Source: an optimization exercise on an open RTL-to-GDS flow (aim: a short achievable clock period and few clock cycles). Production flows keep margins and buffers that such runs may drop. Only simulation tests tie the RTL to the original design; equivalence was not proved. Power is estimated from default activity; no workload was simulated.

`design.v`:
```
`default_nettype none
package rv32_pkg;
    typedef logic [31:0] xlen_t;
    typedef logic [31:0] instr_t;
    typedef logic [4:0]  reg_addr_t;
    localparam logic [6:0] OPC_OP     = 7'b0110011;
    localparam logic [6:0] OPC_OP_IMM = 7'b0010011;
    localparam logic [6:0] OPC_LUI    = 7'b0110111;
    localparam logic [6:0] OPC_AUIPC  = 7'b0010111;
    localparam logic [6:0] OPC_BRANCH = 7'b1100011;
    localparam logic [6:0] OPC_JAL    = 7'b1101111;
    localparam logic [6:0] OPC_JALR   = 7'b1100111;
    localparam int RS_ADD  = 0;
    localparam int RS_SLL  = 1;
    localparam int RS_SLT  = 2;
    localparam int RS_SLTU = 3;
    localparam int RS_XOR  = 4;
    localparam int RS_SR   = 5;
    localparam int RS_OR   = 6;
    localparam int RS_AND  = 7;
    localparam int RS_LINK = 8;
    localparam int RS_N    = 9;
    localparam int BR_N = 6;
    localparam int BTB_IDX = 5;
    localparam int BTB_TAG = 7;
    localparam int BTB_TGT = 13;
    localparam int LP_IDX = 4;
    localparam int LP_CNT = 4;
endpackage
`default_nettype wire
`timescale 1ns/1ns
`default_nettype none
module alu (
    input  logic [rv32_pkg::RS_N-1:0] sel,
    input  logic                      sra,
    input  logic [31:0]               sum,
    input  logic                      lt,
    input  logic                      ltu,
    input  logic [31:0]               a,
    input  logic [31:0]               b,
    input  logic [31:0]               link,
    output logic [31:0]               result
);
    logic [31:0] sll;
    logic [31:0] srl;
    assign sll  = a << b[4:0];
    assign srl  = sra ? 32'($signed(a) >>> b[4:0]) : (a >> b[4:0]);
    assign result = ({32{sel[rv32_pkg::RS_ADD]}}  & sum)
                  | ({32{sel[rv32_pkg::RS_SLL]}}  & sll)
                  | ({32{sel[rv32_pkg::RS_SLT]}}  & {31'b0, lt})
                  | ({32{sel[rv32_pkg::RS_SLTU]}} & {31'b0, ltu})
                  | ({32{sel[rv32_pkg::RS_XOR]}}  & (a ^ b))
                  | ({32{sel[rv32_pkg::RS_SR]}}   & srl)
                  | ({32{sel[rv32_pkg::RS_OR]}}   & (a | b))
                  | ({32{sel[rv32_pkg::RS_AND]}}  & (a & b))
                  | ({32{sel[rv32_pkg::RS_LINK]}} & link);
endmodule
`default_nettype wire
`timescale 1ns/1ns
`default_nettype none
module fetch_unit (
    input  logic                        clk,
    input  logic                        rst,
    output logic [31:0]                 imem_addr,
    input  logic                        redirect_valid,
    input  logic [31:1]                 redirect_target,
    input  logic                        redirect_taken,
    input  logic                        redirect_kill_t,
    input  logic                        redirect_kill_n,
    input  logic [31:1]                 redirect_tgt_t,
    input  logic [31:1]                 redirect_tgt_n,
    input  logic                        upd_valid,
    input  logic [rv32_pkg::BTB_IDX-1:0] upd_idx,
    input  logic [rv32_pkg::BTB_TAG-1:0] upd_tag,
    input  logic                        upd_retc,
    input  logic                        upd_bwd,
    input  logic                        lpu_valid,
    input  logic [rv32_pkg::LP_IDX-1:0] lpu_idx,
    input  logic                        lpu_taken,
    input  logic                        ras_push,
    input  logic                        ras_pop,
    input  logic [rv32_pkg::BTB_TGT:1]  ras_link,
    output logic [31:1]                 pc_f,
    output logic                        m_valid,
    output logic [31:1]                 pc_m
);
    localparam int NE = 1 << rv32_pkg::BTB_IDX;
    localparam int IL = 2;
    localparam int IH = rv32_pkg::BTB_IDX + 1;
    localparam int TL = rv32_pkg::BTB_IDX + 2;
    localparam int TH = rv32_pkg::BTB_IDX + rv32_pkg::BTB_TAG + 1;
    logic                        rst_q;
    logic [NE-1:0]               btb_v;
    logic [rv32_pkg::BTB_TAG-1:0] btb_tag [0:NE-1];
    logic [rv32_pkg::BTB_TGT:1]  btb_tgt [0:NE-1];
    logic [NE-1:0]               btb_ret;
    logic [NE-1:0]               btb_bwd;
    localparam int NL = 1 << rv32_pkg::LP_IDX;
    logic [NL-1:0]               lp_v;
    logic [rv32_pkg::LP_CNT-1:0] lp_trip [0:NL-1];
    logic [rv32_pkg::LP_CNT-1:0] lp_cnt  [0:NL-1];
    logic [NL-1:0]               lp_exit;
    logic [rv32_pkg::BTB_TGT:1]  ras [0:3];
    logic [1:0]                  ras_ptr;
    logic [rv32_pkg::BTB_TGT:1]  ras_top;
    logic [rv32_pkg::BTB_TGT:1]  last_pop;
    logic [rv32_pkg::BTB_IDX-1:0] idx;
    logic                        hit;
    logic                        pc_f_zero;
    logic [31:1]                 pred;
    logic [rv32_pkg::BTB_TGT:1]  hit_tgt;
    logic [31:1]                 next_t;
    logic [31:1]                 next_n;
    logic [31:1]                 pc_next;
    logic [31:1]                 rst_pc;
    assign imem_addr = {pc_f, 1'b0};
    assign idx       = pc_f[IH:IL];
    assign pc_f_zero = (pc_f == '0);
    assign ras_top   = ras_push ? ras_link : ras[ras_ptr];
    always_comb begin
        for (int j = 0; j < NL; j++) begin
            lp_exit[j] = lp_v[j] && (lp_cnt[j] == lp_trip[j]);
        end
    end
    always_comb begin
        logic [rv32_pkg::BTB_TGT:1] t;
        hit = 1'b0;
        t   = '0;
        for (int i = 0; i < NE; i++) begin
            if (btb_v[i] && idx == i && btb_tag[i] == pc_f[TH:TL] &&
                !(btb_bwd[i] && lp_exit[i % NL])) begin
                hit = 1'b1;
            end
            t = t | ({rv32_pkg::BTB_TGT{idx == i}} & (btb_ret[i] ? ras_top : btb_tgt[i]));
        end
        hit_tgt = t;
    end
    assign pred      = hit ? {pc_f[31:rv32_pkg::BTB_TGT+1], hit_tgt} : (pc_f + 31'd2);
    assign rst_pc    = (rst_q && pc_f_zero) ? 31'd2 : 31'd0;
    assign next_t    = rst ? rst_pc : (redirect_kill_t ? redirect_tgt_t : pred);
    assign next_n    = rst ? rst_pc : (redirect_kill_n ? redirect_tgt_n : pred);
    pc_select u_pc_select (
        .sel (redirect_taken),
        .a   (next_t),
        .b   (next_n),
        .y   (pc_next)
    );
    always_ff @(posedge clk) begin
        rst_q <= rst;
        pc_m  <= pc_f;
        pc_f  <= pc_next;
        if (rst) begin
            m_valid <= pc_f_zero;
        end else begin
            m_valid <= !redirect_valid;
        end
    end
    always_ff @(posedge clk) begin
        if (rst) begin
            btb_v <= '0;
        end else if (upd_valid) begin
            btb_v[upd_idx] <= 1'b1;
        end
        if (upd_valid) begin
            btb_tag[upd_idx] <= upd_tag;
            btb_tgt[upd_idx] <= pc_f[rv32_pkg::BTB_TGT:1];
            btb_ret[upd_idx] <= upd_retc && (pc_f[rv32_pkg::BTB_TGT:1] == last_pop);
            btb_bwd[upd_idx] <= upd_bwd;
        end
    end
    always_ff @(posedge clk) begin
        if (rst) begin
            lp_v <= '0;
            for (int j = 0; j < NL; j++) begin
                lp_cnt[j]  <= '0;
                lp_trip[j] <= '0;
            end
        end else if (lpu_valid) begin
            if (lpu_taken) begin
                if (lp_cnt[lpu_idx] != '1) begin
                    lp_cnt[lpu_idx] <= lp_cnt[lpu_idx] + 1'b1;
                end
            end else begin
                lp_v[lpu_idx]    <= 1'b1;
                lp_trip[lpu_idx] <= lp_cnt[lpu_idx];
                lp_cnt[lpu_idx]  <= '0;
            end
        end
    end
    always_ff @(posedge clk) begin
        if (rst) begin
            ras_ptr  <= '0;
            last_pop <= '0;
            for (int i = 0; i < 4; i++) begin
                ras[i] <= '0;
            end
        end else if (ras_push) begin
            ras_ptr           <= ras_ptr + 2'd1;
            ras[ras_ptr + 2'd1] <= ras_link;
        end else if (ras_pop) begin
            ras_ptr  <= ras_ptr - 2'd1;
            last_pop <= ras[ras_ptr];
        end
    end
endmodule
`default_nettype wire
`default_nettype none
module pc_select (
    input  logic        sel,
    input  logic [31:1] a,
    input  logic [31:1] b,
    output logic [31:1] y
);
    assign y = sel ? a : b;
endmodule
`default_nettype wire
`timescale 1ns/1ns
`default_nettype none
module decode_unit (
    input  logic                      clk,
    input  logic                      rst,
    input  logic [31:0]               instr,
    input  logic                      m_valid,
    input  logic [31:1]               pc_m,
    input  logic [31:1]               pc_f,
    input  logic                      kill,
    output logic [4:0]                rs1_addr,
    output logic [4:0]                rs2_addr,
    input  logic [31:0]               rs1_data,
    input  logic [31:0]               rs2_data,
    output logic                      e_valid,
    output logic [31:1]               e_pc,
    output logic [31:1]               e_link,
    output logic [31:1]               e_pnpc,
    output logic                      e_seq_ok,
    output logic [31:0]               e_a,
    output logic [31:0]               e_b,
    output logic                      e_fa,
    output logic                      e_fb,
    output logic [31:0]               e_imm,
    output logic [rv32_pkg::RS_N-1:0] e_sel,
    output logic                      e_sub,
    output logic                      e_sra,
    output logic [rv32_pkg::BR_N-1:0] e_br,
    output logic                      e_jal,
    output logic                      e_jalr,
    output logic                      e_push,
    output logic                      e_pop,
    output logic                      e_bwd,
    output logic                      e_wr,
    output logic [4:0]                e_rd
);
    logic [6:0]  opcode;
    logic [2:0]  funct3;
    logic [4:0]  rd;
    logic [31:0] imm_i;
    logic [31:0] imm_u;
    logic [31:0] imm_b;
    logic [31:0] imm_j;
    logic [31:1] link;
    logic is_op, is_opi, is_lui, is_auipc, is_br, is_jal, is_jalr;
    logic use1, use2;
    logic [rv32_pkg::RS_N-1:0] sel;
    logic [rv32_pkg::BR_N-1:0] br;
    logic [31:0] a;
    logic [31:0] b;
    logic [31:0] imm;
    logic        wr;
    assign opcode   = instr[6:0];
    assign rd       = instr[11:7];
    assign funct3   = instr[14:12];
    assign rs1_addr = instr[19:15];
    assign rs2_addr = instr[24:20];
    assign imm_i = {{20{instr[31]}}, instr[31:20]};
    assign imm_u = {instr[31:12], 12'b0};
    assign imm_b = {{19{instr[31]}}, instr[31], instr[7], instr[30:25], instr[11:8], 1'b0};
    assign imm_j = {{11{instr[31]}}, instr[31], instr[19:12], instr[20], instr[30:21], 1'b0};
    assign is_op    = opcode == rv32_pkg::OPC_OP;
    assign is_opi   = opcode == rv32_pkg::OPC_OP_IMM;
    assign is_lui   = opcode == rv32_pkg::OPC_LUI;
    assign is_auipc = opcode == rv32_pkg::OPC_AUIPC;
    assign is_br    = opcode == rv32_pkg::OPC_BRANCH;
    assign is_jal   = opcode == rv32_pkg::OPC_JAL;
    assign is_jalr  = opcode == rv32_pkg::OPC_JALR;
    assign use1 = is_op || is_opi || is_jalr || is_br;
    assign use2 = is_op || is_br;
    assign link = pc_m + 31'd2;
    always_comb begin
        sel = '0;
        if (is_op || is_opi) begin
            sel[funct3 == 3'b000 ? rv32_pkg::RS_ADD  :
                funct3 == 3'b001 ? rv32_pkg::RS_SLL  :
                funct3 == 3'b010 ? rv32_pkg::RS_SLT  :
                funct3 == 3'b011 ? rv32_pkg::RS_SLTU :
                funct3 == 3'b100 ? rv32_pkg::RS_XOR  :
                funct3 == 3'b101 ? rv32_pkg::RS_SR   :
                funct3 == 3'b110 ? rv32_pkg::RS_OR   : rv32_pkg::RS_AND] = 1'b1;
        end
        if (is_lui || is_auipc) sel[rv32_pkg::RS_ADD]  = 1'b1;
        if (is_jal || is_jalr)  sel[rv32_pkg::RS_LINK] = 1'b1;
    end
    always_comb begin
        br = '0;
        if (is_br) begin
            case (funct3)
                3'b000:  br[0] = 1'b1;
                3'b001:  br[1] = 1'b1;
                3'b100:  br[2] = 1'b1;
                3'b101:  br[3] = 1'b1;
                3'b110:  br[4] = 1'b1;
                3'b111:  br[5] = 1'b1;
                default: ;
            endcase
        end
    end
    assign wr = (is_op || is_opi || is_lui || is_auipc || is_jal || is_jalr) && rd != '0;
    assign a   = use1 ? rs1_data : (is_auipc ? {pc_m, 1'b0} : 32'd0);
    assign b   = use2 ? rs2_data : (is_opi ? imm_i : imm_u);
    assign imm = is_br ? imm_b : (is_jal ? imm_j : imm_i);
    always_ff @(posedge clk) begin
        e_valid  <= m_valid && !kill && !rst;
        e_pc     <= pc_m;
        e_link   <= link;
        e_pnpc   <= pc_f;
        e_seq_ok <= pc_f == link;
        e_a      <= a;
        e_b      <= b;
        e_fa     <= use1 && e_valid && e_wr && rs1_addr == e_rd;
        e_fb     <= use2 && e_valid && e_wr && rs2_addr == e_rd;
        e_imm    <= imm;
        e_sel    <= sel;
        e_sub    <= is_op && instr[30];
        e_sra    <= instr[30];
        e_br     <= br;
        e_jal    <= is_jal;
        e_jalr   <= is_jalr;
        e_push   <= (is_jal || is_jalr) && rd != '0;
        e_pop    <= is_jalr && rd == '0;
        e_bwd    <= (br != '0) && instr[31];
        e_wr     <= wr;
        e_rd     <= rd;
    end
endmodule
`default_nettype wire
`timescale 1ns/1ns
`default_nettype none
module register_file (
    input  logic        clk,
    input  logic        rst,
    input  logic [4:0]  rs1_addr,
    input  logic [4:0]  rs2_addr,
    output logic [31:0] rs1_data,
    output logic [31:0] rs2_data,
    input  logic        wb_valid,
    input  logic [4:0]  wb_rd,
    input  logic [31:0] wb_data
);
    logic [31:0] regs [1:31];
    always_ff @(posedge clk) begin
        if (rst) begin
            for (int i = 1; i < 32; i++) begin
                regs[i] <= '0;
            end
        end else if (wb_valid) begin
            regs[wb_rd] <= wb_data;
        end
    end
    always_comb begin
        if (rs1_addr == '0)                      rs1_data = '0;
        else if (wb_valid && wb_rd == rs1_addr)  rs1_data = wb_data;
        else                                     rs1_data = regs[rs1_addr];
        if (rs2_addr == '0)                      rs2_data = '0;
        else if (wb_valid && wb_rd == rs2_addr)  rs2_data = wb_data;
        else                                     rs2_data = regs[rs2_addr];
    end
endmodule
`default_nettype wire
`timescale 1ns/1ns
`default_nettype none
module execute_unit (
    input  logic                         clk,
    input  logic                         rst,
    input  logic                         e_valid,
    input  logic [31:1]                  e_pc,
    input  logic [31:1]                  e_link,
    input  logic [31:1]                  e_pnpc,
    input  logic                         e_seq_ok,
    input  logic [31:0]                  e_a,
    input  logic [31:0]                  e_b,
    input  logic                         e_fa,
    input  logic                         e_fb,
    input  logic [31:0]                  e_imm,
    input  logic [rv32_pkg::RS_N-1:0]    e_sel,
    input  logic                         e_sub,
    input  logic                         e_sra,
    input  logic [rv32_pkg::BR_N-1:0]    e_br,
    input  logic                         e_jal,
    input  logic                         e_jalr,
    input  logic                         e_push,
    input  logic                         e_pop,
    input  logic                         e_bwd,
    input  logic                         e_wr,
    input  logic [4:0]                   e_rd,
    output logic                         redirect_valid,
    output logic [31:1]                  redirect_target,
    output logic                         redirect_taken,
    output logic                         redirect_kill_t,
    output logic                         redirect_kill_n,
    output logic [31:1]                  redirect_tgt_t,
    output logic [31:1]                  redirect_tgt_n,
    output logic                         upd_valid,
    output logic [rv32_pkg::BTB_IDX-1:0] upd_idx,
    output logic [rv32_pkg::BTB_TAG-1:0] upd_tag,
    output logic                         upd_retc,
    output logic                         upd_bwd,
    output logic                         lpu_valid,
    output logic [rv32_pkg::LP_IDX-1:0]  lpu_idx,
    output logic                         lpu_taken,
    output logic                         ras_push,
    output logic                         ras_pop,
    output logic [rv32_pkg::BTB_TGT:1]   ras_link,
    output logic                         wb_valid,
    output logic [4:0]                   wb_rd,
    output logic [31:0]                  wb_data
);
    logic [31:0] op_a;
    logic [31:0] op_b;
    logic [31:0] result;
    logic [31:0] sum;
    logic        lt, ltu;
    logic [31:0] sum_p [0:3];
    logic [3:0]  lt_p, ltu_p, tk_p;
    logic        taken;
    logic [31:0] br_sum;
    logic [31:0] jr_sum;
    logic        br_ok, jr_ok;
    logic        kill_t, kill_n;
    logic [31:1] tgt_t, tgt_n;
    assign op_a = e_fa ? wb_data : e_a;
    assign op_b = e_fb ? wb_data : e_b;
    always_comb begin
        logic [31:0] pa, pb;
        logic        peq;
        for (int p = 0; p < 4; p++) begin
            pa = p[0] ? wb_data : e_a;
            pb = p[1] ? wb_data : e_b;
            sum_p[p] = e_sub ? (pa - pb) : (pa + pb);
            peq      = pa == pb;
            lt_p[p]  = $signed(pa) < $signed(pb);
            ltu_p[p] = pa < pb;
            tk_p[p]  = |(e_br & {!ltu_p[p], ltu_p[p], !lt_p[p], lt_p[p], !peq, peq});
        end
    end
    assign sum   = sum_p[{e_fb, e_fa}];
    assign lt    = lt_p[{e_fb, e_fa}];
    assign ltu   = ltu_p[{e_fb, e_fa}];
    assign taken = tk_p[{e_fb, e_fa}];
    alu u_alu (
        .sel    (e_sel),
        .sra    (e_sra),
        .sum    (sum),
        .lt     (lt),
        .ltu    (ltu),
        .a      (op_a),
        .b      (op_b),
        .link   ({e_link, 1'b0}),
        .result (result)
    );
    assign br_sum = {e_pc, 1'b0} + e_imm;
    assign jr_sum = e_fa ? (wb_data + e_imm) : (e_a + e_imm);
    always_comb begin
        logic [31:1] cb;
        logic [31:1] cj;
        logic [31:1] cw;
        logic        ja, jw;
        br_ok = 1'b1;
        ja    = 1'b1;
        jw    = 1'b1;
        cb[1] = 1'b0;
        cj[1] = e_a[0] & e_imm[0];
        cw[1] = wb_data[0] & e_imm[0];
        for (int i = 2; i < 32; i++) begin
            cb[i] = (e_pc[i-1] & e_imm[i-1]) | ((e_pc[i-1] ^ e_imm[i-1]) & ~e_pnpc[i-1]);
            cj[i] = (e_a[i-1] & e_imm[i-1]) | ((e_a[i-1] ^ e_imm[i-1]) & ~e_pnpc[i-1]);
            cw[i] = (wb_data[i-1] & e_imm[i-1]) | ((wb_data[i-1] ^ e_imm[i-1]) & ~e_pnpc[i-1]);
        end
        for (int i = 1; i < 32; i++) begin
            br_ok = br_ok & ~(e_pc[i] ^ e_imm[i] ^ e_pnpc[i] ^ cb[i]);
            ja    = ja & ~(e_a[i] ^ e_imm[i] ^ e_pnpc[i] ^ cj[i]);
            jw    = jw & ~(wb_data[i] ^ e_imm[i] ^ e_pnpc[i] ^ cw[i]);
        end
        jr_ok = e_fa ? jw : ja;
    end
    assign kill_t = e_valid && (e_jalr ? !jr_ok : !br_ok);
    assign tgt_t  = e_jalr ? jr_sum[31:1] : br_sum[31:1];
    assign kill_n = e_valid && (e_jalr ? !jr_ok : (e_jal ? !br_ok : !e_seq_ok));
    assign tgt_n  = e_jalr ? jr_sum[31:1] : (e_jal ? br_sum[31:1] : e_link);
    assign redirect_taken  = taken;
    assign redirect_kill_t = kill_t;
    assign redirect_kill_n = kill_n;
    assign redirect_tgt_t  = tgt_t;
    assign redirect_tgt_n  = tgt_n;
    assign redirect_valid  = taken ? kill_t : kill_n;
    assign redirect_target = taken ? tgt_t : tgt_n;
    assign ras_push = e_valid && e_push;
    assign ras_pop  = e_valid && e_pop;
    assign ras_link = e_link[rv32_pkg::BTB_TGT:1];
    always_ff @(posedge clk) begin
        upd_valid  <= redirect_valid && !(e_bwd && !taken) && !rst;
        upd_bwd    <= e_bwd;
        lpu_valid  <= e_valid && e_bwd && !rst;
        lpu_idx    <= e_pc[rv32_pkg::LP_IDX+1:2];
        lpu_taken  <= taken;
        upd_idx    <= e_pc[rv32_pkg::BTB_IDX+1:2];
        upd_tag    <= e_pc[rv32_pkg::BTB_IDX+rv32_pkg::BTB_TAG+1:rv32_pkg::BTB_IDX+2];
        upd_retc   <= e_pop;
    end
    always_ff @(posedge clk) begin
        wb_valid <= e_valid && e_wr && !rst;
        wb_rd    <= e_rd;
        wb_data  <= result;
    end
endmodule
`default_nettype wire
`timescale 1ns/1ns
`default_nettype none
module rv32i_core (
    input  logic             clk,
    input  logic             rst,
    output logic [31:0]      imem_addr,
    input  logic [31:0]      imem_data,
    output logic             wb_valid,
    output logic [4:0]       wb_rd,
    output logic [31:0]      wb_data
);
    logic        redirect_valid;
    logic [31:1] redirect_target;
    logic        redirect_taken;
    logic        redirect_kill_t;
    logic        redirect_kill_n;
    logic [31:1] redirect_tgt_t;
    logic [31:1] redirect_tgt_n;
    logic        upd_valid;
    logic [rv32_pkg::BTB_IDX-1:0] upd_idx;
    logic [rv32_pkg::BTB_TAG-1:0] upd_tag;
    logic        upd_retc;
    logic        upd_bwd;
    logic        lpu_valid;
    logic [rv32_pkg::LP_IDX-1:0] lpu_idx;
    logic        lpu_taken;
    logic        e_bwd;
    logic        ras_push;
    logic        ras_pop;
    logic [rv32_pkg::BTB_TGT:1] ras_link;
    logic        e_push;
    logic        e_pop;
    logic [31:1] pc_f;
    logic        m_valid;
    logic [31:1] pc_m;
    logic [4:0]  rs1_addr;
    logic [4:0]  rs2_addr;
    logic [31:0] rs1_data;
    logic [31:0] rs2_data;
    logic                      e_valid;
    logic [31:1]               e_pc;
    logic [31:1]               e_link;
    logic [31:1]               e_pnpc;
    logic                      e_seq_ok;
    logic [31:0]               e_a;
    logic [31:0]               e_b;
    logic                      e_fa;
    logic                      e_fb;
    logic [31:0]               e_imm;
    logic [rv32_pkg::RS_N-1:0] e_sel;
    logic                      e_sub;
    logic                      e_sra;
    logic [rv32_pkg::BR_N-1:0] e_br;
    logic                      e_jal;
    logic                      e_jalr;
    logic                      e_wr;
    logic [4:0]                e_rd;
    fetch_unit u_fetch (
        .clk             (clk),
        .rst             (rst),
        .imem_addr       (imem_addr),
        .redirect_valid  (redirect_valid),
        .redirect_target (redirect_target),
        .redirect_taken  (redirect_taken),
        .redirect_kill_t (redirect_kill_t),
        .redirect_kill_n (redirect_kill_n),
        .redirect_tgt_t  (redirect_tgt_t),
        .redirect_tgt_n  (redirect_tgt_n),
        .upd_valid       (upd_valid),
        .upd_idx         (upd_idx),
        .upd_tag         (upd_tag),
        .upd_retc        (upd_retc),
        .upd_bwd         (upd_bwd),
        .lpu_valid       (lpu_valid),
        .lpu_idx         (lpu_idx),
        .lpu_taken       (lpu_taken),
        .ras_push        (ras_push),
        .ras_pop         (ras_pop),
        .ras_link        (ras_link),
        .pc_f            (pc_f),
        .m_valid         (m_valid),
        .pc_m            (pc_m)
    );
    decode_unit u_decode (
        .clk      (clk),
        .rst      (rst),
        .instr    (imem_data),
        .m_valid  (m_valid),
        .pc_m     (pc_m),
        .pc_f     (pc_f),
        .kill     (redirect_valid),
        .rs1_addr (rs1_addr),
        .rs2_addr (rs2_addr),
        .rs1_data (rs1_data),
        .rs2_data (rs2_data),
        .e_valid  (e_valid),
        .e_pc     (e_pc),
        .e_link   (e_link),
        .e_pnpc   (e_pnpc),
        .e_seq_ok (e_seq_ok),
        .e_a      (e_a),
        .e_b      (e_b),
        .e_fa     (e_fa),
        .e_fb     (e_fb),
        .e_imm    (e_imm),
        .e_sel    (e_sel),
        .e_sub    (e_sub),
        .e_sra    (e_sra),
        .e_br     (e_br),
        .e_jal    (e_jal),
        .e_jalr   (e_jalr),
        .e_push   (e_push),
        .e_pop    (e_pop),
        .e_bwd    (e_bwd),
        .e_wr     (e_wr),
        .e_rd     (e_rd)
    );
    register_file u_regfile (
        .clk      (clk),
        .rst      (rst),
        .rs1_addr (rs1_addr),
        .rs2_addr (rs2_addr),
        .rs1_data (rs1_data),
        .rs2_data (rs2_data),
        .wb_valid (wb_valid),
        .wb_rd    (wb_rd),
        .wb_data  (wb_data)
    );
    execute_unit u_execute (
        .clk             (clk),
        .rst             (rst),
        .e_valid         (e_valid),
        .e_pc            (e_pc),
        .e_link          (e_link),
        .e_pnpc          (e_pnpc),
        .e_seq_ok        (e_seq_ok),
        .e_a             (e_a),
        .e_b             (e_b),
        .e_fa            (e_fa),
        .e_fb            (e_fb),
        .e_imm           (e_imm),
        .e_sel           (e_sel),
        .e_sub           (e_sub),
        .e_sra           (e_sra),
        .e_br            (e_br),
        .e_jal           (e_jal),
        .e_jalr          (e_jalr),
        .e_push          (e_push),
        .e_pop           (e_pop),
        .e_bwd           (e_bwd),
        .e_wr            (e_wr),
        .e_rd            (e_rd),
        .redirect_valid  (redirect_valid),
        .redirect_target (redirect_target),
        .redirect_taken  (redirect_taken),
        .redirect_kill_t (redirect_kill_t),
        .redirect_kill_n (redirect_kill_n),
        .redirect_tgt_t  (redirect_tgt_t),
        .redirect_tgt_n  (redirect_tgt_n),
        .upd_valid       (upd_valid),
        .upd_idx         (upd_idx),
        .upd_tag         (upd_tag),
        .upd_retc        (upd_retc),
        .upd_bwd         (upd_bwd),
        .lpu_valid       (lpu_valid),
        .lpu_idx         (lpu_idx),
        .lpu_taken       (lpu_taken),
        .ras_push        (ras_push),
        .ras_pop         (ras_pop),
        .ras_link        (ras_link),
        .wb_valid        (wb_valid),
        .wb_rd           (wb_rd),
        .wb_data         (wb_data)
    );
endmodule
`default_nettype wire
```
`run.sh`:
```
#!/bin/bash
# synth_recipe.tcl (not shown) runs the flow's synth.tcl, then flattens the netlist and writes it again
# the make line also repeats each setting of config.mk as NAME=value (left out here)
make -C /OpenROAD-flow-scripts/flow DESIGN_CONFIG=/design/flow/config.mk WORK_HOME=/design/flow/orfs CLKGATE_MAP_FILE= SYNTH_SCRIPT=/design/flow/synth_recipe.tcl finish
```
`config.mk`:
```
export PLATFORM = sky130hd
export DESIGN_NAME = rv32i_core
export DESIGN_NICKNAME = rv32i_core
export VERILOG_FILES = /design/flow/design.v
export SDC_FILE = /design/flow/constraint.sdc
export NUM_CORES = 4
export LEC_CHECK = 0
export ABC_CLOCK_PERIOD_IN_PS = 3000
export CAP_MARGIN = 40
export CORE_MARGIN = 2
export CORE_UTILIZATION = 60
export SETUP_SLACK_MARGIN = 5
export SLEW_MARGIN = 40
```
`constraint.sdc`:
```
create_clock -name core_clock -period 8.5 [get_ports {clk}]
set_input_delay 1.7000 -clock core_clock [delete_from_list [all_inputs] [get_ports {clk}]]
set_output_delay 1.7000 -clock core_clock [all_outputs]
set_load 0.01 [all_outputs]
```
==> impl_metrics.yaml, run 1 <==
status:
  status: "complete, no violations"
clocking:
  cts_tree: "yes"
  clkLatencyLatePin_ns: 0.95
  cts_num_sinks: 2269
  cts_buffers: 231
  cts_buffer_depth: 3
  clkTransAtPathRegs_ns: 0.07
  htree_levels: 4
  cts-hold-fix-buffers: 0
  cts-root-buf: "clkbuf_16"
place:
  placed_area_um2: 135000
  globalplace.congestion: 1.05
  dp.cells: 14200
  dp_hpwl_um: 355000
  io_buffers: 102
power_and_ir_drop:
  power.switching_w: 0.00771
  peakVddDrop_mv: 0.244
  seqPwrFrac_pct: 46.3
  clockPowerShare_pct: 38.7
  power_frac_comb_pct: 15.0
  p_per_area_nw_per_um2: 179
  switching_share_pct: 28.2
  internal_power_w: 0.0196
  p_leak_nw: 54.8
cells_and_area:
  nNetsFinal: 12500
  multi_input_area_um2: 64600
  finalNonFillerCells: 15100
  syn_to_final_growth_pct: 17.8
  final_area_um2: 153000
  mostFrequentLayoutCell: "edfxtp_1"
  drive_gt1_share_pct: 21.8
  seq_area_um2: 64900
  final_cell_mix: "1908 x edfxtp_1, 1090 x nor3_1, 917 x nand2_1, 831 x nor2_1, 619 x o21ai_0"
  fillers: 14800
flow_run:
  maxCapViolations: 0
detailed_routing:
  avgRoutedWirePerCell_um: 37.2
  vias: 114000
  drc_errors: 0
  dr.first_iter.drc_count: 21600
  detail_route.first_pass.iterations: 14
  wl_um: 563000
  ant_nets: 0
  post_drt_via_cell_ratio: 7.51
worst_setup_path:
  rr_worst_depth: 10
  cp_max_fo: 13
  r2r_slack_ns: 4.19
  crit_arrival_ns: 5.15
  rr_startpoint: "u_fetch.pc_f[4]"
  cpLargestDelayFamily: "simple AND/OR/NAND/NOR gates"
  crit_chain: "or2_1 > nor2_1 > buf_4 > o211ai_1 > o2111ai_1 > a2111oi_0 > nand4_1 > o21ai_1 > nand2_4 > and4b_1"
  path_buf_inv: 1
  worst_setup_path_end_kind: "flip-flop"
  crit_required_ns: 9.34
  max_stage_delay_ns: 0.60
  start_kind: "flip-flop"
  rr_endpoint: "u_fetch.pc_f[11]"
  cp-startpoint: "u_fetch.pc_f[4]"
  critical_path_class: "reg2reg"
  crit_path_top_delay_cell: "or2_1"
timing:
  setup_viol: 0
  fin_crit_ns: 4.31
  fmax_mhz: 232
  max-slew-margin-rel_pct: 30.7
  finalHoldViolations: 0
  finClkSkew_ns: 0.0984
  slew_viol_final: 0
  fin_crit_sh_pct: 50.8
  rsz0062_at_grt: "yes"
  tightest_slew_ns: 1.03
  setup_tns_ns: 0
min_path:
  hp-start: "u_decode.e_pnpc[8]"
  holdPathStages: 0
  min_path_type: "reg2reg"
  hold_end: "u_decode.e_pc[8]"
die:
  design.core.area_um2: 215000
  ios: 104
  row_count: 170
  start_util_pct: 60.4
  die_h_um: 469
  dieArea_um2: 220000
  die_width_um: 469
global_routing:
  grt_usage_pct: 49.1
  grt_pass1_vias: 105000
  grt_max_degree: 102
  grt-ovfl-total: 0
  antenna_found_initial: 47
  grt_pass1_wl_um: 771000
synthesis:
  yosys_most_used_dff: "edfxtp_1"
  synth_area_um2: 130000
  synth_cells: 11900
  synth_edf_count: 1908
  syn_avg_cell_area_um2: 10.9
  ys_ff_latch: 2269
  seq_area_frac_synth_pct: 49.7
  async_flop_share_pct: 0
  syn-num-nets: 12300
  yosys.cell_types.count: 107
  synth-warning-count: 5
==> registers in the layout (all words and copies together) (netlist names), 32 cells and up, named ones only <==
name	count
u_execute.wb_data	32
u_fetch.lp_trip	64
u_decode.e_a	32
u_fetch.btb_ret	32
u_fetch.btb_tgt	416
u_decode.e_b	32
u_fetch.ras	52
u_fetch.btb_v	32
u_fetch.lp_cnt	64
u_fetch.btb_tag	224
u_fetch.btb_bwd	32
u_regfile.regs	1024
==> metal layers <==
layer | wire length (um) | vias up | track usage, %
met4 | 45000 | 42 | 29.6
met3 | 95200 | 2562 | 19.0
li1 | - | 45200 | -
met1 | 188000 | 54800 | 63.4
met5 | 571 | - | 0.476
met2 | 234000 | 11200 | 70.1
==> through the flow <==
step | util [%] | hold WS, ns | total power [W] | setup slack (ns)
floorplan | - | 0.351 | 0.0149 | 4.70
global placement | 62.5 | 0.367 | 0.0162 | 2.49
detailed placement | 63.0 | 0.369 | 0.0163 | 2.77
CTS | 69.3 | 0.372 | 0.0268 | 4.54
global route | 71.2 | 0.380 | 0.0277 | 4.36
finish | 71.2 | 0.368 | 0.0273 | 4.19
==> cell usage after synthesis, types with 26 or more instances <==
| cell | number | area share, % |
|---|---|---|
| buf_2 | 62 | 0.24 |
| clkbuf_1 | 790 | 2.3 |
| dfxtp_1 | 361 | 5.6 |
| nor3_1 | 1120 | 4.3 |
| a22oi_1 | 70 | 0.40 |
| o21ai_0 | 703 | 2.7 |
| o31ai_1 | 32 | 0.19 |
| o21a_1 | 50 | 0.29 |
| o2111ai_1 | 52 | 0.35 |
| a211oi_1 | 82 | 0.47 |
| inv_1 | 306 | 0.88 |
| buf_4 | 26 | 0.15 |
| nand2_1 | 936 | 2.7 |
| o211ai_1 | 211 | 1.2 |
| o22ai_1 | 110 | 0.53 |
| mux2_2 | 126 | 1.1 |
| xnor2_1 | 320 | 2.2 |
| nor4_1 | 133 | 0.64 |
| o21bai_1 | 67 | 0.39 |
| buf_1 | 155 | 0.45 |
| fa_1 | 98 | 1.5 |
| mux4_2 | 428 | 7.4 |
| a221oi_1 | 159 | 1.1 |
| ha_1 | 328 | 3.2 |
| and3_1 | 51 | 0.25 |
| or3_1 | 29 | 0.14 |
| nand2b_1 | 87 | 0.42 |
| nand4_1 | 81 | 0.39 |
| a21o_1 | 64 | 0.37 |
| a21oi_1 | 661 | 2.5 |
| and2_1 | 75 | 0.36 |
| nor2_1 | 888 | 2.6 |
| edfxtp_1 | 1908 | 44 |
| a31oi_1 | 69 | 0.33 |
| mux2i_1 | 364 | 2.8 |
| nand3_1 | 142 | 0.55 |
| xor2_1 | 311 | 2.1 |
| nor2b_1 | 45 | 0.22 |
==> cells by family after synthesis <==
kind of cell / after synthesis / synth area share (%)
AOI/OAI and AO/OA: 2598 / 12.7
xor gates and xnor gates: 631 / 4.26
adders and majority gates: 426 / 4.67
buffers and inverters: 1352 / 4.08
DFF: 2269 / 49.7
muxes: 919 / 11.3
other: 1 / 0.00289
and+or+nand+nor: 3688 / 13.2
==> how the worst max path moves through the flow <==
| stage | slack [ns] | endpoint | cells after the start |
|---|---|---|---|
| after floorplan | 4.70 | u_regfile.regs[5][0] | 6 |
| after global placement | 2.49 | u_decode.e_b[10] | 13 |
| after detailed placement | 2.77 | u_decode.e_b[10] | 10 |
| after CTS | 4.54 | u_fetch.pc_f[27] | 15 |
| after global routing | 4.36 | u_fetch.pc_f[23] | 17 |
| final | 4.19 | u_fetch.pc_f[11] | 10 |
==> worst reg2reg max path, delay by kind of cell (launching register included) <==
family / cells / cell delay (ns)
flip-flops: 1 / 0.42
buffers and inverters: 1 / 0.34
AND/OR/NAND/NOR: 5 / 1.83
AO/OA/AOI/OAI: 4 / 1.62
==> cell type report <==
class / count / area share [%]
diodes: 22 / 0.0360
clock buffers: 304 / 4.11
clock inverters: 134 / 0.947
inverters: 311 / 0.942
multi-input cells: 8268 / 42.2
flip-flops and latches: 2269 / 42.4
well taps: 2838 / 2.32
repair buffers: 991 / 6.97
repair inverters: 6 / 0.0376
==> timing repair <==
action,in CTS,in global routing
resized for setup,904,474
setup endpoints to repair,1007,367
pin swaps,114,169
gates cloned,26,20
setup buffers,269,205
==> power by group through the flow <==
stage / Clock [W] / Sequential [W] / Combinational [W]
global route: 0.0109 / 0.0127 / 0.00416
finish: 0.0106 / 0.0127 / 0.00409
detailed placement: 0 / 0.0129 / 0.00339
global placement: 0 / 0.0129 / 0.00334
CTS: 0.0104 / 0.0126 / 0.00375
floorplan: 0 / 0.0128 / 0.00218
Testbench counts, summed over its fixed seeds: cycles 56,161.
==> inputs of run 2 (changes only) <==
--- a/config.mk
+++ b/config.mk
@@ -8,6 +8,6 @@
 export ABC_CLOCK_PERIOD_IN_PS = 3000
 export CAP_MARGIN = 40
 export CORE_MARGIN = 2
-export CORE_UTILIZATION = 60
-export SETUP_SLACK_MARGIN = 5
+export CORE_UTILIZATION = 40
+export SETUP_SLACK_MARGIN = 4.4
 export SLEW_MARGIN = 40
==> impl_metrics.yaml, run 2 <==
detailed_routing:
  detail_route.first_pass.iterations: 8
  dr.first_iter.drc_count: 16300
  ant_nets: 0
  post_drt_via_cell_ratio: 6.60
  avgRoutedWirePerCell_um: 33.9
  wl_um: 554000
  vias: 108000
  drc_errors: 0
timing:
  max-slew-margin-rel_pct: 33.7
  slew_viol_final: 0
  fin_ws_ns: 4.23
  fmax_mhz: 234
  finalHoldViolations: 0
  finClkSkew_ns: 0.110
  hold_slack_ns: 0.393
  setup_viol: 0
  tightest_slew_ns: 0.991
  setup_tns_ns: 0
  fin_crit_ns: 4.27
  fin_crit_sh_pct: 50.3
  rsz0062_at_grt: "yes"
power_and_ir_drop:
  p_leak_nw: 52.7
  power_frac_comb_pct: 13.5
  peakVddDrop_mv: 0.174
  clockPowerShare_pct: 41.3
  p_per_area_nw_per_um2: 187
  switching_share_pct: 28.0
  power.switching_w: 0.00785
  internal_power_w: 0.0202
  p_total_w: 0.0280
  seqPwrFrac_pct: 45.2
synthesis:
  seq_area_frac_synth_pct: 49.7
  synthTopCellsByArea: "edfxtp_1 44%, mux4_2 7.4%, dfxtp_1 5.6%"
  yosys.area.top_type: "edfxtp_1"
  synth_adder_area_share_pct: 4.67
  syn-num-nets: 12300
  synthTopCellsByCount: "1908 x edfxtp_1, 1120 x nor3_1, 936 x nand2_1"
  synth_compound_area_share_pct: 12.7
  synth_top_area_share_pct: 44.1
  synth_edf_count: 1908
  synth-warning-count: 5
  async_flop_share_pct: 0
  synth_cells: 11900
  syn_avg_cell_area_um2: 10.9
  muxShareOfSynthArea_pct: 11.3
  synth.most_common_cell: "edfxtp_1"
  synthXorXnorAreaFrac_pct: 4.26
  yosys.cell_types.count: 107
  synth_top_family_by_area: "simple AND/OR/NAND/NOR gates"
  ys_ff_latch: 2269
  yosys_most_used_dff: "edfxtp_1"
  synthSimpleGateAreaFrac_pct: 13.2
  synth_area_um2: 130000
min_path:
  hold_end: "u_decode.e_pc[7]"
  holdPathStages: 0
  min_path_type: "reg2reg"
  hp-start: "u_decode.e_pnpc[7]"
clocking:
  cts_buffers: 266
  htree_levels: 5
  cts_num_sinks: 2269
  cts_buffer_depth: 4
  clkLatencyLatePin_ns: 0.93
  cts_tree: "yes"
  clkTransAtPathRegs_ns: 0.06
  cts-root-buf: "clkbuf_16"
die:
  dieArea_um2: 329000
  design.core.area_um2: 323000
  row_count: 209
  ios: 104
  die_width_um: 574
  die_h_um: 574
  start_util_pct: 40.1
global_routing:
  grt-ovfl-total: 0
  grt_usage_pct: 32.2
  grt_pass1_vias: 102000
  antenna_found_initial: 43
  grt_pass1_wl_um: 771000
  grt_max_degree: 133
worst_setup_path:
  r2r_slack_ns: 4.23
  critPathMostFrequentCell: "buf_12"
  crit_required_ns: 9.26
  max_stage_delay_ns: 0.37
  rr_endpoint: "u_fetch.pc_f[29]"
  start_kind: "flip-flop"
  worst_setup_path_end_kind: "flip-flop"
  crit_path_top_delay_cell: "a211oi_4"
  cp_max_fo: 7
  rr_worst_depth: 17
  critical_path_class: "reg2reg"
  crit_arrival_ns: 5.04
  crit_chain: "buf_8 > clkinvlp_4 > buf_12 > ha_4 > nand4_4 > nor3_4 > nand4_1 > a211oi_4 > nor4b_4 > mux2_4 > and4b_1 > a211o_4 > buf_12 > and2_4 > o21ai_4 > o211ai_1 > a221oi_1"
  rr_startpoint: "u_execute.wb_data[26]"
status:
  status: "complete, no violations"
cells_and_area:
  final_cell_mix: "1908 x edfxtp_1, 1098 x nor3_1, 928 x nand2_1, 855 x nor2_1, 673 x o21ai_0"
  mostFrequentLayoutCell: "edfxtp_1"
  reg_top3: "u_regfile.regs: 1024 flops, u_fetch.btb_tgt: 416 flops, u_fetch.btb_tag: 224 flops"
  seq_area_um2: 64700
  regMostFlops: "u_regfile.regs"
  nNetsFinal: 12300
  fin_util_pct: 46.3
  drive_gt1_share_pct: 16.9
  fillers: 29300
  largest_reg_flops: 1024
  syn_to_final_growth_pct: 15.4
  multi_input_area_um2: 62800
place:
  dp_hpwl_um: 366000
  dp_slack_ns: 2.74
  io_buffers: 102
  globalplace.congestion: 1.01
flow_run:
  maxCapViolations: 0
run 2: cell counts after synthesis:
No cell type changed its count.
run 2: cells by family (layout without fill, tap and decap cells):
kind of cell | after synthesis | after routing
xor gates and xnor gates | 631 | 631
muxes | 919 | 919
DFF | 2269 | 2269
buffers and inverters | 1352 | 1471
and+or+nand+nor | 3688 | 3690
adders and majority gates | 426 | 426
AOI/OAI and AO/OA | 2598 | 2598
other | 1 | 12
run 2: worst max path at each step:
stage,start,end,cells after the start,slack [ns]
after floorplan,rst,u_regfile.regs[12][0],6,3.82
after global placement,imem_data[20],u_decode.e_b[21],11,2.51
after detailed placement,imem_data[22],u_decode.e_b[20],11,2.74
after CTS,u_decode.e_a[0],u_fetch.pc_f[18],18,4.12
after global routing,u_execute.wb_data[26],u_fetch.pc_f[29],17,4.17
final,u_execute.wb_data[26],u_fetch.pc_f[29],17,4.23
run 2: final cells by class:
class	instances	share of cell area, %
Sequential cell	2269	43.1
Multi-Input combinational cell	8265	41.9
Clock buffer	343	4.79
Timing Repair Buffer	677	4.75
Tap cell	4325	3.61
Clock inverter	139	0.956
Inverter	311	0.830
Antenna cell	11	0.0184
Timing Repair inverter	1	0.00584
run 2: layer usage:
layer | vias up | GRT usage, % | part of all wire [%]
met5 | - | 0 | 0.028
met4 | 24 | 16.4 | 6.1
met3 | 1551 | 7.05 | 12
met2 | 7565 | 49.4 | 44
met1 | 54100 | 42.9 | 38
li1 | 44600 | - | -
run 2: worst max-delay path: cells and delay by family, from the launching register on:
| kind | cells | cell delay (ns) |
|---|---|---|
| muxes | 1 | 0.31 |
| AOI/OAI and AO/OA | 5 | 1.42 |
| and+or+nand+nor | 6 | 1.20 |
| DFF | 1 | 0.33 |
| adders and majority gates | 1 | 0.30 |
| buffers and inverters | 4 | 0.57 |
run 2: timing repair:
item,4_1_cts,5_1_grt
gates cloned,4,12
buffers inserted,70,74
setup endpoints to repair,128,113
pin swaps,24,79
gates resized for setup,209,389
hold buffers,0,0
run 2: power by group through the flow:
stage                     Combinational, W  Clock (W)  Sequential, W
after floorplan                    0.00212          0         0.0128
after global placement             0.00343          0         0.0129
after detailed placement           0.00347          0         0.0129
after CTS                          0.00359     0.0116         0.0127
after global routing               0.00394     0.0120         0.0127
final                              0.00380     0.0116         0.0127
run 2: metrics by stage:
| stage | area (um^2) | instances |
|---|---|---|
| after floorplan | 130000 | 11900 |
| after global placement | 136000 | 15600 |
| after detailed placement | 137000 | 15700 |
| after CTS | 147000 | 16200 |
| after global routing | 150000 | 16300 |
| final | 150000 | 16300 |
==> inputs of run 3 (changes only) <==
--- a/design.v
+++ b/design.v
@@ -21,8 +21,8 @@
     localparam int RS_LINK = 8;
     localparam int RS_N    = 9;
     localparam int BR_N = 6;
-    localparam int BTB_IDX = 5;
-    localparam int BTB_TAG = 7;
+    localparam int BTB_IDX = 6;
+    localparam int BTB_TAG = 6;
     localparam int BTB_TGT = 13;
     localparam int LP_IDX = 4;
     localparam int LP_CNT = 4;
@@ -119,7 +119,7 @@
     assign ras_top   = ras_push ? ras_link : ras[ras_ptr];
     always_comb begin
         for (int j = 0; j < NL; j++) begin
-            lp_exit[j] = lp_v[j] && (lp_cnt[j] == lp_trip[j]);
+            lp_exit[j] = lp_v[j] && (lp_cnt[j] == lp_trip[j]) && (lp_trip[j] != '1);
         end
     end
     always_comb begin
--- a/config.mk
+++ b/config.mk
@@ -9,5 +9,5 @@
 export CAP_MARGIN = 40
 export CORE_MARGIN = 2
 export CORE_UTILIZATION = 40
-export SETUP_SLACK_MARGIN = 4.4
+export SETUP_SLACK_MARGIN = 5
 export SLEW_MARGIN = 40
==> impl_metrics.yaml, run 3 <==
die:
  design.core.area_um2: 396000
  row_count: 231
  ios: 104
  dieArea_um2: 403000
  die_width_um: 635
  start_util_pct: 40.2
  die_h_um: 635
synthesis:
  seq_area_frac_synth_pct: 53.0
  yosys.cell_types.count: 95
  synth_top_area_share_pct: 48.0
  yosys.area.top_type: "edfxtp_1"
  synth_area_um2: 159000
  synth-warning-count: 5
  syn-num-nets: 15200
  synth_cells: 14700
  ys_ff_latch: 2941
  synth.most_common_cell: "edfxtp_1"
  synthTopCellsByArea: "edfxtp_1 48%, mux4_2 5.9%, dfxtp_1 4.9%"
  synthTopCellsByCount: "2548 x edfxtp_1, 1679 x nand2_1, 1474 x o21ai_0"
  async_flop_share_pct: 0
  yosys_most_used_dff: "edfxtp_1"
  synth_edf_count: 2548
  syn_avg_cell_area_um2: 10.8
timing:
  hold_slack_ns: 0.329
  rsz0062_at_grt: "yes"
  finClkSkew_ns: 0.111
  max-slew-margin-rel_pct: 32.6
  fin_crit_ns: 4.29
  tightest_slew_ns: 1.00
  fin_crit_sh_pct: 50.5
  fin_ws_ns: 4.21
  setup_viol: 0
  slew_viol_final: 0
  fmax_mhz: 233
  finalHoldViolations: 0
  setup_tns_ns: 0
worst_setup_path:
  r2r_slack_ns: 4.21
  critical_path_class: "reg2reg"
  start_kind: "flip-flop"
  rr_worst_depth: 11
  crit_chain: "mux4_2 > mux2i_4 > buf_8 > nand2_1 > o21ai_0 > o22ai_1 > nor4_2 > nand4_1 > or3_1 > a21oi_2 > a211oi_1"
  worst_setup_path_end_kind: "flip-flop"
  cp_max_fo: 13
  rr_endpoint: "u_fetch.pc_f[10]"
  max_stage_delay_ns: 0.70
  crit_arrival_ns: 5.20
  crit_path_top_delay_cell: "nor4_2"
  crit_required_ns: 9.40
detailed_routing:
  post_drt_via_cell_ratio: 6.77
  detail_route.first_pass.iterations: 8
  wl_um: 759000
  dr.first_iter.drc_count: 25700
  vias: 138000
  avgRoutedWirePerCell_um: 37.1
  drc_errors: 0
  ant_nets: 0
power_and_ir_drop:
  peakVddDrop_mv: 0.169
  p_per_area_nw_per_um2: 190
  p_leak_nw: 66.4
global_routing:
  grt_pass1_wl_um: 1030000
  grt_usage_pct: 35.9
  grt_pass1_vias: 125000
  grt_max_degree: 133
  antenna_found_initial: 58
  grt-ovfl-total: 0
clocking:
  htree_levels: 5
  cts_buffers: 326
  clkTransAtPathRegs_ns: 0.06
  cts_tree: "yes"
  cts-root-buf: "clkbuf_16"
  cts_buffer_depth: 4
  clkLatencyLatePin_ns: 1.03
  cts_num_sinks: 2941
min_path:
  hp-start: "u_decode.e_pnpc[10]"
  hold_end: "u_decode.e_pc[10]"
  min_path_type: "reg2reg"
  holdPathStages: 0
status:
  status: "complete, no violations"
cells_and_area:
  fillers: 35300
  reg_top3: "u_regfile.regs: 1024 flops, u_fetch.btb_tgt: 832 flops, u_fetch.btb_tag: 384 flops"
  drive_gt1_share_pct: 19.7
  nNetsFinal: 15400
  mostFrequentLayoutCell: "edfxtp_1"
  final_cell_mix: "2548 x edfxtp_1, 1639 x nand2_1, 1350 x o21ai_0, 1089 x nor3_1, 809 x nor2_1"
  regMostFlops: "u_regfile.regs"
  largest_reg_flops: 1024
  syn_to_final_growth_pct: 19.1
place:
  dp_slack_ns: 2.56
  io_buffers: 102
  dp_hpwl_um: 469000
  globalplace.congestion: 1.03
flow_run:
  maxCapViolations: 0
[run 3: cell types whose count changed in the layout (fill, tap and decap cells not counted), sizes merged, moves of 157 or more]
| cell | change |
|---|---|
| o22ai | +335 |
| edfxtp | +640 |
| xnor2 | +313 |
| buf | +467 |
| o21ai | +757 |
| xor2 | -157 |
| nand2 | +743 |
[run 3: final cells by class]
type | count | area [um^2] | area share (%)
Tap cell | 5242 | 6560 | 3.46
Timing Repair Buffer | 1145 | 13000 | 6.83
Antenna cell | 24 | 60.1 | 0.0316
Clock inverter | 160 | 1480 | 0.779
Inverter | 288 | 1140 | 0.599
Multi-Input combinational cell | 10200 | 73900 | 38.9
Sequential cell | 2941 | 84700 | 44.6
Clock buffer | 438 | 9000 | 4.74
[run 3: critical path: cells and delay by family, from the launching register on]
family,cells,cell delay (ns)
and+or+nand+nor,4,1.83
muxes,2,1.11
DFF,1,0.52
AOI/OAI and AO/OA,4,0.44
buffers and inverters,1,0.26
[run 3: what timing repair did]
item	4_1_cts	5_1_grt
resized for setup	1046	388
endpoints found under the setup margin	1012	557
hold buffers	0	0
buffers inserted	297	127
gates cloned	41	19
pin swaps	150	144
[run 3: metal layers]
layer  part of all wire (%)  wire length [um]  track usage (%)
met1                     36            274000             47.7
met2                     40            307000             50.0
met3                     16            120000             12.7
met4                    7.5             57200             21.5
met5                  0.059               445            0.142
[run 3: logic make-up after synthesis]
| logic type | count (synthesis) | share of synthesized area (%) |
|---|---|---|
| other cells | 1 | 0.00235 |
| flops | 2941 | 53.0 |
| fa+ha+maj | 424 | 3.79 |
| mux | 879 | 8.85 |
| simple gates | 4653 | 13.3 |
| buf+inv | 1560 | 3.76 |
| xor+xnor | 787 | 4.33 |
| compound gates | 3460 | 13.1 |
[run 3: metrics by stage]
stage                     utilization (%)  power [W]  cell area (um^2)  cells
after CTS                            47.1     0.0355            186000  20300
after global placement               42.3     0.0210            168000  19300
after floorplan                         -     0.0191            161000  14700
after detailed placement             42.6     0.0211            169000  19300
after global routing                 47.9     0.0366            190000  20400
final                                47.9     0.0360            190000  20400
[run 3: worst max-delay path by stage]
stage                        to  slack (ns)
6_report       u_fetch.pc_f[10]        4.21
2_1_floorplan  u_fetch.pc_f[26]        4.75
3_5_place_dp   u_decode.e_b[23]        2.56
5_1_grt        u_fetch.pc_f[29]        4.23
3_3_place_gp   u_decode.e_b[24]        2.10
4_1_cts        u_fetch.pc_f[22]        4.28
[run 3: where the power goes]
part,switching (W),total (W),internal (W)
clock network,0.00629,0.0144,0.00807
logic,0.00360,0.00531,0.00172
registers,0.000302,0.0163,0.0160
total,0.0102,0.0360,0.0258
Testbench counts of run 3, summed over its fixed seeds: cycles 55,623.
==> inputs of run 4 (changes only) <==
--- a/design.v
+++ b/design.v
@@ -38,13 +38,17 @@
     input  logic                      ltu,
     input  logic [31:0]               a,
     input  logic [31:0]               b,
+    input  logic [31:0]               a_reg,
+    input  logic [31:0]               a_fwd,
+    input  logic                      fa,
     input  logic [31:0]               link,
     output logic [31:0]               result
 );
     logic [31:0] sll;
     logic [31:0] srl;
-    assign sll  = a << b[4:0];
-    assign srl  = sra ? 32'($signed(a) >>> b[4:0]) : (a >> b[4:0]);
+    assign sll  = fa ? (a_fwd << b[4:0]) : (a_reg << b[4:0]);
+    assign srl  = fa ? (sra ? 32'($signed(a_fwd) >>> b[4:0]) : (a_fwd >> b[4:0]))
+                     : (sra ? 32'($signed(a_reg) >>> b[4:0]) : (a_reg >> b[4:0]));
     assign result = ({32{sel[rv32_pkg::RS_ADD]}}  & sum)
                   | ({32{sel[rv32_pkg::RS_SLL]}}  & sll)
                   | ({32{sel[rv32_pkg::RS_SLT]}}  & {31'b0, lt})
@@ -463,6 +467,9 @@
         .ltu    (ltu),
         .a      (op_a),
         .b      (op_b),
+        .a_reg  (e_a),
+        .a_fwd  (wb_data),
+        .fa     (e_fa),
         .link   ({e_link, 1'b0}),
         .result (result)
     );
==> impl_metrics.yaml, run 4 <==
cells_and_area:
  nNetsFinal: 15700
  regMostFlops: "u_regfile.regs"
  fillers: 35700
  largest_reg_flops: 1024
  mostFrequentLayoutCell: "edfxtp_1"
  drive_gt1_share_pct: 21.1
  final_cell_mix: "2548 x edfxtp_1, 1546 x nand2_1, 1268 x o21ai_0, 1094 x nor3_1, 850 x nor2_1"
  syn_to_final_growth_pct: 20.4
  finalNonFillerCells: 20900
  multi_input_area_um2: 77100
  reg_top3: "u_regfile.regs: 1024 flops, u_fetch.btb_tgt: 832 flops, u_fetch.btb_tag: 384 flops"
  seq_area_um2: 84700
status:
  status: "complete, no violations"
place:
  dp.cells: 19700
  globalplace.congestion: 1.02
  io_buffers: 102
  dp_hpwl_um: 476000
clocking:
  cts_buffer_depth: 4
  htree_levels: 5
  cts-root-buf: "clkbuf_16"
  cts_num_sinks: 2941
  clkLatencyLatePin_ns: 1.00
  cts_buffers: 317
  cts_tree: "yes"
  clkTransAtPathRegs_ns: 0.07
timing:
  setup_viol: 0
  fin_crit_ns: 4.50
  tightest_slew_ns: 1.14
  slew_viol_final: 0
  fmax_mhz: 222
  setup_tns_ns: 0
  finalHoldViolations: 0
  fin_crit_sh_pct: 53.0
  max-slew-margin-rel_pct: 24.3
  rsz0062_at_grt: "yes"
  finClkSkew_ns: 0.0650
global_routing:
  grt-ovfl-total: 0
  grt_pass1_wl_um: 1060000
  grt_max_degree: 133
  grt_usage_pct: 36.9
  grt_pass1_vias: 129000
  antenna_found_initial: 68
worst_setup_path:
  crit_arrival_ns: 5.35
  rr_endpoint: "u_fetch.pc_f[9]"
  max_stage_delay_ns: 0.76
  endpoint: "u_fetch.pc_f[9]"
  crit_path_top_delay_cell: "nand4_1"
  cp.depth: 11
  cp-startpoint: "u_fetch.pc_f[3]"
  worst_setup_path_end_kind: "flip-flop"
  rr_startpoint: "u_fetch.pc_f[3]"
  critical_path_class: "reg2reg"
  rr_worst_depth: 11
  crit_required_ns: 9.35
  cpLargestDelayFamily: "simple AND/OR/NAND/NOR gates"
  cp_max_fo: 13
  r2r_slack_ns: 4.00
  crit_chain: "buf_6 > ha_4 > and3b_1 > nand2_1 > buf_4 > o22ai_1 > nor4_2 > nand4_1 > or3_4 > a21oi_4 > a2111oi_2"
  path_buf_inv: 2
  start_kind: "flip-flop"
synthesis:
  synth-warning-count: 5
  synth_area_um2: 162000
  yosys.area.top_type: "edfxtp_1"
  synth_edf_count: 2548
  ys_ff_latch: 2941
  yosys.cell_types.count: 109
  seq_area_frac_synth_pct: 52.0
  synth_top_area_share_pct: 47.2
  synth.most_common_cell: "edfxtp_1"
  async_flop_share_pct: 0
  syn_avg_cell_area_um2: 10.9
  yosys_most_used_dff: "edfxtp_1"
  synth_cells: 15000
  synthTopCellsByCount: "2548 x edfxtp_1, 1588 x nand2_1, 1404 x o21ai_0"
  synthTopCellsByArea: "edfxtp_1 47%, mux4_2 6.2%, dfxtp_1 4.8%"
  syn-num-nets: 15400
die:
  dieArea_um2: 411000
  die_h_um: 641
  design.core.area_um2: 403000
  start_util_pct: 40.2
  row_count: 233
  ios: 104
  die_width_um: 641
power_and_ir_drop:
  p_per_area_nw_per_um2: 183
  peakVddDrop_mv: 0.188
  p_leak_nw: 68.4
detailed_routing:
  ant_nets: 0
  dr.first_iter.drc_count: 27700
  detail_route.first_pass.iterations: 14
  vias: 145000
  top_layer: "met5"
  met2WireLength_um: 317000
  wl_met3_um: 138000
  avgRoutedWirePerCell_um: 38.3
  wl_um: 803000
  post_drt_via_cell_ratio: 6.91
  wl_met1_um: 278000
  drc_errors: 0
flow_run:
  maxCapViolations: 0
min_path:
  min_path_type: "reg2reg"
[run 4: cell count changes after synthesis, sizes merged, moves of 33 or more]
cell	delta
o21ai	-48
a21oi	-35
mux2i	+113
nand3	+33
nor2	+43
a31oi	+52
buf	+64
and2	-60
nand2	-86
[run 4: power breakdown]
group	total (W)	switching, W	internal [W]	leakage [nW]
Combinational	0.00548	0.00372	0.00176	35.4
Sequential	0.0163	0.000323	0.0160	28.1
Clock	0.0140	0.00619	0.00780	4.88
Total	0.0358	0.0102	0.0256	68.4
[run 4: cell families after synthesis]
family / count (synthesis) / share of synthesized area, %
DFF: 2941 / 52.0
other: 1 / 0.00231
buffers and inverters: 1676 / 4.16
muxes: 1017 / 9.78
xor gates and xnor gates: 787 / 4.25
AOI/OAI and AO/OA: 3527 / 13.3
and+or+nand+nor: 4578 / 12.8
adders and majority gates: 424 / 3.72
[run 4: through the flow]
stage | setup slack [ns] | total power (W) | util [%] | hold WS (ns) | cell area (um^2)
final | 4.00 | 0.0358 | 48.4 | 0.396 | 195000
after detailed placement | 2.29 | 0.0211 | 42.5 | 0.382 | 171000
after floorplan | 4.43 | 0.0192 | - | 0.345 | 164000
after global routing | 4.21 | 0.0363 | 48.4 | 0.405 | 195000
after CTS | 4.47 | 0.0352 | 47.2 | 0.398 | 190000
after global placement | 2.23 | 0.0211 | 42.2 | 0.382 | 170000
[run 4: worst min path at each step]
stage / from / end / slack, ns / cells after the start
after detailed placement: u_decode.e_rd[2] / u_execute.wb_rd[2] / 0.38 / 0
after CTS: u_decode.e_rd[2] / u_execute.wb_rd[2] / 0.40 / 0
after global placement: u_decode.e_rd[2] / u_execute.wb_rd[2] / 0.38 / 0
after floorplan: u_decode.e_bwd / u_execute.upd_bwd / 0.35 / 0
final: u_decode.e_rd[4] / u_execute.wb_rd[4] / 0.40 / 0
after global routing: u_decode.e_rd[4] / u_execute.wb_rd[4] / 0.41 / 0
[run 4: area by class of cell]
type,count,share of cell area [%]
Inverter,322,0.720
Sequential cell,2941,43.4
Timing Repair Buffer,1297,7.71
Multi-Input combinational cell,10300,39.5
Tap cell,5405,3.46
Clock inverter,142,0.666
Antenna cell,56,0.0718
Timing Repair inverter,2,0.00897
Clock buffer,430,4.48
[run 4: per-layer routing]
metal | up-vias | track usage (%)
met5 | - | 0.591
met4 | 36 | 24.3
met3 | 3298 | 15.4
met2 | 13900 | 50.5
met1 | 70600 | 47.4
li1 | 56900 | -
[run 4: timing repair]
| action | 4_1_cts | 5_1_grt |
|---|---|---|
| pin swaps | 180 | 208 |
| endpoints found under the setup margin | 1454 | 684 |
| resized for setup | 1250 | 550 |
| buffers inserted | 395 | 137 |
| cloned | 48 | 41 |
| hold buffers | 0 | 0 |
Testbench counts of run 4, summed over its fixed seeds: cycles 55,623.

-- re-timing with driven ports --
In the flow no input, the clock included, has a driving cell. The finished layouts below were timed again as built, in two steps.
Step 1, drivers: a clkbuf_16 drives clk and a buf_2 each remaining input, both assumed.
Step 2, shift: input delay + t, output delay - t, t = (earliest + latest rising clock arrival at the registers) / 2. This alone moves slack from input paths to output paths.
a / b / c = no drivers / after step 1 / after step 2; a / b = the first two.
| run | t (ns) | setup WS [ns] | clock arrival spread, ns | worst slew at a driven data input, ns | cell pins on the clock port's net |
|---|---|---|---|---|---|
| run 1 | 1.005 | 4.185 / 4.185 / 3.704 | 0.098 / 0.098 | 0.24 | 1 |
| run 2 | 0.970 | 4.228 / 4.228 / 3.321 | 0.113 / 0.113 | 0.11 | 1 |
| run 3 | 1.084 | 4.207 / 4.207 / 3.811 | 0.113 / 0.112 | 0.18 | 1 |
| run 4 | 1.086 | 3.997 / 3.997 / 3.651 | 0.084 / 0.084 | 0.34 | 1 |
After both steps setup and hold are still met in every run listed. For run 2, which loses most, drivers alone change the setup slack by 0.000 ns; drivers and shift together by -0.907 ns.
